This design comes from an exercise in tuning for small area and a short achievable clock period on the open sky130 flow, not from production work.
In this exercise RTL edits were held to simulation tests only and were not proved equivalent to the original.
Power is estimated from default activity; no workload was simulated.

// data_memory_responder
module data_memory_responder
#(
    parameter int unsigned DEPTH = 256,
    parameter int unsigned LAT   = 2
) (
    input  logic        clk,
    input  logic        rst_n,
    input  logic [15:0] DMADDR,
    input  logic [15:0] DMDIN,
    input  logic        RD,
    input  logic        WR,
    output logic [15:0] DMDOUT,
    output logic        BUSY,
    output logic        DONE,
    output logic        ERR
);
For scale: about 12,000 cells after synthesis, roughly 55 I/O pins, ~0.15 sq mm of cells after synthesis.
==> module dm_col, before the edit <==
module dm_col #(
    parameter int unsigned N = 256
) (
    input  logic [N-1:0] d,
    input  logic [N-1:0] sel,
    output logic         y_n
);
    localparam int unsigned G3 = N / 3;
    localparam int unsigned G1 = N % 3;
    logic [G3+G1-1:0] t_n;
    for (genvar g = 0; g < G3; g++) begin : g_t3
        dm_aoi3 u_t (
            .a0(d[3*g]),   .s0(sel[3*g]),
            .a1(d[3*g+1]), .s1(sel[3*g+1]),
            .a2(d[3*g+2]), .s2(sel[3*g+2]),
            .y_n(t_n[g])
        );
    end
    for (genvar g = 0; g < G1; g++) begin : g_t1
        dm_nand2 u_t (.a0(d[3*G3+g]), .s0(sel[3*G3+g]), .y_n(t_n[G3+g]));
    end
    assign y_n = &t_n;
endmodule
==> module dm_bank, before the edit <==
module dm_bank #(
    parameter int unsigned NW = 32
) (
    input  logic                         clk,
    input  logic [NW-1:0]                rsel,
    input  logic [NW/16-1:0]             hiw_n,
    input  logic [15:0]                  lo_n,
    input  logic [dm_pkg::DM_DATA_W-1:0] wdata,
    output logic [dm_pkg::DM_DATA_W-1:0] rdata_n
);
    localparam int unsigned DW = dm_pkg::DM_DATA_W;
    logic [NW-1:0] we, wen;
    logic [DW-1:0] q [NW];
    logic [NW-1:0] qt [DW];
    for (genvar w = 0; w < NW; w++) begin : g_w
        dm_dec u_dec (
            .hiw_n(hiw_n[w / 16]),
            .lo_n (lo_n[w % 16]),
            .we   (we[w]),
            .wen  (wen[w])
        );
        dm_word u_word (
            .clk (clk),
            .we  (we[w]),
            .wen (wen[w]),
            .wd  (wdata),
            .q   (q[w])
        );
        for (genvar b = 0; b < DW; b++) begin : g_b
            assign qt[b][w] = q[w][b];
        end
    end
    for (genvar b = 0; b < DW; b++) begin : g_c
        dm_col #(.N(NW)) u_col (
            .d   (qt[b]),
            .sel (rsel),
            .y_n (rdata_n[b])
        );
    end
endmodule
==> module dm_array, before the edit <==
module dm_array
#(
    parameter int unsigned DEPTH = 256,
    parameter int unsigned AW    = 8,
    parameter int unsigned NW    = 32
) (
    input  logic                         clk,
    input  logic [DEPTH-1:0]             rsel,
    input  logic [15:0]                  hiw_n,
    input  logic [DEPTH/64*16-1:0]       lo_n,
    input  logic [dm_pkg::DM_DATA_W-1:0] wdata,
    output logic [DEPTH/NW*dm_pkg::DM_DATA_W-1:0] part_n
);
    for (genvar k = 0; k < DEPTH / NW; k++) begin : g_k
        dm_bank #(.NW(NW)) u_bank (
            .clk   (clk),
            .rsel  (rsel[NW*k +: NW]),
            .hiw_n (hiw_n[NW/16*k +: NW/16]),
            .lo_n  (lo_n[16*(NW*k/64) +: 16]),
            .wdata (wdata),
            .rdata_n (part_n[16*k +: 16])
        );
    end
endmodule
==> module data_memory_responder, before the edit <==
module data_memory_responder
#(
    parameter int unsigned DEPTH = 256,
    parameter int unsigned LAT   = 2
) (
    input  logic        clk,
    input  logic        rst_n,
    input  logic [15:0] DMADDR,
    input  logic [15:0] DMDIN,
    input  logic        RD,
    input  logic        WR,
    output logic [15:0] DMDOUT,
    output logic        BUSY,
    output logic        DONE,
    output logic        ERR
);
    localparam int unsigned AW = 8;
    localparam int unsigned DW = dm_pkg::DM_DATA_W;
    localparam int unsigned NW = 32;
    localparam int unsigned NB = DEPTH / NW;
    logic             busy_q, s1_q, s2_q, done_q, err_q;
    logic             wr_q, ok_q;
    logic [AW-1:0]    addr_q;
    logic [15:0]      hiw_n_q;
    logic [DEPTH/64*16-1:0] lo_n_q;
    logic [DW-1:0]    data_q, dout_q;
    logic [DEPTH-1:0] rsel_d, rsel_q;
    logic [NB*DW-1:0] part_n, part_n_q;
    logic [DW-1:0]    rword;
    logic [15:0]      hi_dec, lo_dec;
    logic             accept, req_ok;
    assign accept = !busy_q && (RD || WR);
    assign req_ok = (DMADDR[15:AW] == '0);
    always_ff @(posedge clk or negedge rst_n) begin
        if (!rst_n) begin
            busy_q  <= 1'b0;
            s1_q    <= 1'b0;
            s2_q    <= 1'b0;
            done_q  <= 1'b0;
            err_q   <= 1'b0;
            hiw_n_q <= '1;
            dout_q  <= '0;
        end else begin
            busy_q  <= accept || s1_q || s2_q;
            s1_q    <= accept;
            s2_q    <= s1_q;
            done_q  <= s2_q;
            err_q   <= s2_q && !ok_q;
            for (int i = 0; i < 16; i++)
                hiw_n_q[i] <= !(s1_q && wr_q && ok_q && addr_q[7:4] == 4'(i));
            if (s2_q && !wr_q) dout_q  <= ok_q ? rword : '0;
        end
    end
    always_comb begin
        for (int i = 0; i < 16; i++) begin
            hi_dec[i] = (DMADDR[7:4] == 4'(i));
            lo_dec[i] = (DMADDR[3:0] == 4'(i));
        end
        for (int w = 0; w < DEPTH; w++) rsel_d[w] = hi_dec[w / 16] && lo_dec[w % 16];
    end
    always_ff @(posedge clk) begin
        if (accept) begin
            wr_q   <= WR;
            ok_q   <= req_ok;
            data_q <= DMDIN;
            addr_q <= DMADDR[AW-1:0];
        end
        for (int c = 0; c < DEPTH / 64; c++)
            for (int i = 0; i < 16; i++)
                lo_n_q[16*c+i] <= !(addr_q[7:6] == 2'(c) && addr_q[3:0] == 4'(i));
        rsel_q <= rsel_d;
        part_n_q <= part_n;
    end
    always_comb begin
        rword = '0;
        for (int k = 0; k < NB; k++) rword = rword | ~part_n_q[DW*k +: DW];
    end
    dm_array #(
        .DEPTH (DEPTH),
        .AW    (AW),
        .NW    (NW)
    ) u_array (
        .clk   (clk),
        .rsel  (rsel_q),
        .hiw_n (hiw_n_q),
        .lo_n  (lo_n_q),
        .wdata (data_q),
        .part_n (part_n)
    );
    assign DMDOUT = dout_q;
    assign BUSY   = busy_q;
    assign DONE   = done_q;
    assign ERR    = err_q;
endmodule
export LEC_CHECK = 0
export ABC_CLOCK_PERIOD_IN_PS = 2500
export CAP_MARGIN = 20
export CORE_MARGIN = 2
export CORE_UTILIZATION = 58
export CTS_BUF_LIST = sky130_fd_sc_hd__clkbuf_8 sky130_fd_sc_hd__clkbuf_16
export CTS_CLUSTER_DIAMETER = 70
export CTS_CLUSTER_SIZE = 24
export SETUP_SLACK_MARGIN = 2.5
export SLEW_MARGIN = 20
export SYNTH_HIERARCHICAL = 1
export SYNTH_MINIMUM_KEEP_SIZE = 0
create_clock -name core_clock -period 5.0 [get_ports {clk}]
standard.sh (not shown) runs the stock make flow with config.mk's settings and CLKGATE_MAP_FILE= SYNTH_SCRIPT=/design/flow/synth_recipe.tcl, a recipe that flattens the netlist after the stock synthesis.
==> flow/flow/run.sh <==
#!/bin/bash
# The standard layout with three changes:
#  - the port buffers are plain buffers (buf_4) instead of the delay cells
#    buffer_ports picks by default;
#  - timing repair may resize a cell to one of a different width;
#  - after placement, each flip-flop that drives an output port's buffer is
#    moved next to that buffer (with the gate that alone feeds its D input)
#    and the placement is legalized again, so the clock-to-output path does
#    not cross the die. Clock tree synthesis runs after this move.
# Each tool's output goes to a log file of its own in this folder.
set -euo pipefail
KNOBS=(MATCH_CELL_FOOTPRINT=0 "BUFFER_PORTS_ARGS=-buffer_cell sky130_fd_sc_hd__buf_4")
R=orfs/results/${FLOW_PLATFORM}/data_memory_responder/base
bash standard.sh "${KNOBS[@]}" place > make_place.log 2>&1
IN_ODB=$R/3_place.odb OUT_ODB=$R/3_place_moved.odb \
    openroad -no_init -exit flow/move_out_flops.tcl > move_out_flops.log 2>&1
cp $R/3_place_moved.odb $R/3_place.odb
bash standard.sh "${KNOBS[@]}" finish > make_finish.log 2>&1
Other scripts of this flow, unchanged in this note and not shown: flow/flow/move_out_flops.tcl
Next try:
--- a/flow/design.v
+++ b/flow/design.v
@@ -59,11 +59,11 @@
 module dm_col #(
     parameter int unsigned N = 256
 ) (
     input  logic [N-1:0] d,
     input  logic [N-1:0] sel,
-    output logic         y_n
+    output logic         y
 );
     localparam int unsigned G3 = N / 3;
     localparam int unsigned G1 = N % 3;
     logic [G3+G1-1:0] t_n;
     for (genvar g = 0; g < G3; g++) begin : g_t3
@@ -75,21 +75,21 @@
         );
     end
     for (genvar g = 0; g < G1; g++) begin : g_t1
         dm_nand2 u_t (.a0(d[3*G3+g]), .s0(sel[3*G3+g]), .y_n(t_n[G3+g]));
     end
-    assign y_n = &t_n;
+    assign y = !(&t_n);
 endmodule
 module dm_bank #(
     parameter int unsigned NW = 32
 ) (
     input  logic                         clk,
     input  logic [NW-1:0]                rsel,
     input  logic [NW/16-1:0]             hiw_n,
     input  logic [15:0]                  lo_n,
     input  logic [dm_pkg::DM_DATA_W-1:0] wdata,
-    output logic [dm_pkg::DM_DATA_W-1:0] rdata_n
+    output logic [dm_pkg::DM_DATA_W-1:0] rdata
 );
     localparam int unsigned DW = dm_pkg::DM_DATA_W;
     logic [NW-1:0] we, wen;
     logic [DW-1:0] q [NW];
     logic [NW-1:0] qt [DW];
@@ -113,11 +113,11 @@
     end
     for (genvar b = 0; b < DW; b++) begin : g_c
         dm_col #(.N(NW)) u_col (
             .d   (qt[b]),
             .sel (rsel),
-            .y_n (rdata_n[b])
+            .y   (rdata[b])
         );
     end
 endmodule
 module dm_array
 #(
@@ -126,22 +126,22 @@
     parameter int unsigned NW    = 32
 ) (
     input  logic                         clk,
     input  logic [DEPTH-1:0]             rsel,
     input  logic [15:0]                  hiw_n,
-    input  logic [DEPTH/64*16-1:0]       lo_n,
+    input  logic [15:0]                  lo_n,
     input  logic [dm_pkg::DM_DATA_W-1:0] wdata,
-    output logic [DEPTH/NW*dm_pkg::DM_DATA_W-1:0] part_n
+    output logic [DEPTH/NW*dm_pkg::DM_DATA_W-1:0] part
 );
     for (genvar k = 0; k < DEPTH / NW; k++) begin : g_k
         dm_bank #(.NW(NW)) u_bank (
             .clk   (clk),
             .rsel  (rsel[NW*k +: NW]),
             .hiw_n (hiw_n[NW/16*k +: NW/16]),
-            .lo_n  (lo_n[16*(NW*k/64) +: 16]),
+            .lo_n  (lo_n),
             .wdata (wdata),
-            .rdata_n (part_n[16*k +: 16])
+            .rdata (part[16*k +: 16])
         );
     end
 endmodule
 module data_memory_responder
 #(
@@ -164,15 +164,14 @@
     localparam int unsigned NW = 32;
     localparam int unsigned NB = DEPTH / NW;
     logic             busy_q, s1_q, s2_q, done_q, err_q;
     logic             wr_q, ok_q;
     logic [AW-1:0]    addr_q;
-    logic [15:0]      hiw_n_q;
-    logic [DEPTH/64*16-1:0] lo_n_q;
+    logic [15:0]      hiw_n_q, lo_n_q;
     logic [DW-1:0]    data_q, dout_q;
     logic [DEPTH-1:0] rsel_d, rsel_q;
-    logic [NB*DW-1:0] part_n, part_n_q;
+    logic [NB*DW-1:0] part, part_q;
     logic [DW-1:0]    rword;
     logic [15:0]      hi_dec, lo_dec;
     logic             accept, req_ok;
     assign accept = !busy_q && (RD || WR);
     assign req_ok = (DMADDR[15:AW] == '0);
@@ -208,19 +207,17 @@
             wr_q   <= WR;
             ok_q   <= req_ok;
             data_q <= DMDIN;
             addr_q <= DMADDR[AW-1:0];
         end
-        for (int c = 0; c < DEPTH / 64; c++)
-            for (int i = 0; i < 16; i++)
-                lo_n_q[16*c+i] <= !(addr_q[7:6] == 2'(c) && addr_q[3:0] == 4'(i));
+        for (int i = 0; i < 16; i++) lo_n_q[i] <= !(addr_q[3:0] == 4'(i));
         rsel_q <= rsel_d;
-        part_n_q <= part_n;
+        part_q <= part;
     end
     always_comb begin
         rword = '0;
-        for (int k = 0; k < NB; k++) rword = rword | ~part_n_q[DW*k +: DW];
+        for (int k = 0; k < NB; k++) rword = rword | part_q[DW*k +: DW];
     end
     dm_array #(
         .DEPTH (DEPTH),
         .AW    (AW),
         .NW    (NW)
@@ -228,11 +225,11 @@
         .clk   (clk),
         .rsel  (rsel_q),
         .hiw_n (hiw_n_q),
         .lo_n  (lo_n_q),
         .wdata (data_q),
-        .part_n (part_n)
+        .part  (part)
     );
     assign DMDOUT = dout_q;
     assign BUSY   = busy_q;
     assign DONE   = done_q;
     assign ERR    = err_q;
Effect:
- final cell count decreases by 0.66%
- sequential power decreases by about 1%
- worst setup slack is worse by 45 ps
- die area decreases by about 1.1%
- utilization increases by 0.14 points
- routed wire length decreases by 0.84%

==> re-timing with driven ports <==
Ports are ideal in the flow. The routed layouts listed here were re-timed in OpenROAD. Step 1 (the two cells are an assumption about what drives the block):
set clk [get_ports {clk}]
set_driving_cell -lib_cell sky130_fd_sc_hd__clkbuf_16 $clk
set_driving_cell -lib_cell sky130_fd_sc_hd__buf_2 [delete_from_list [all_inputs] $clk]
Step 2 also shifts input and output timing later by t, the mid clock arrival at the registers, as if the neighbouring blocks saw the same clock. Three values: ideal ports, drivers, drivers and shift; two values: the first two.
run | t (ns) | slack for setup (ns) | worst setup path at the end | slew at the worst register clock pin (ns)
the first run | 1.003 | 2.520 / 2.426 / 2.003 | input to register | 0.10 / 0.10
the second run | 0.991 | 2.475 / 2.433 / 1.971 | input to register | 0.10 / 0.10
After both steps every run listed still meets setup and hold. For the first run, which loses most, drivers alone change the setup slack by -0.094 ns; drivers and shift together by -0.517 ns.
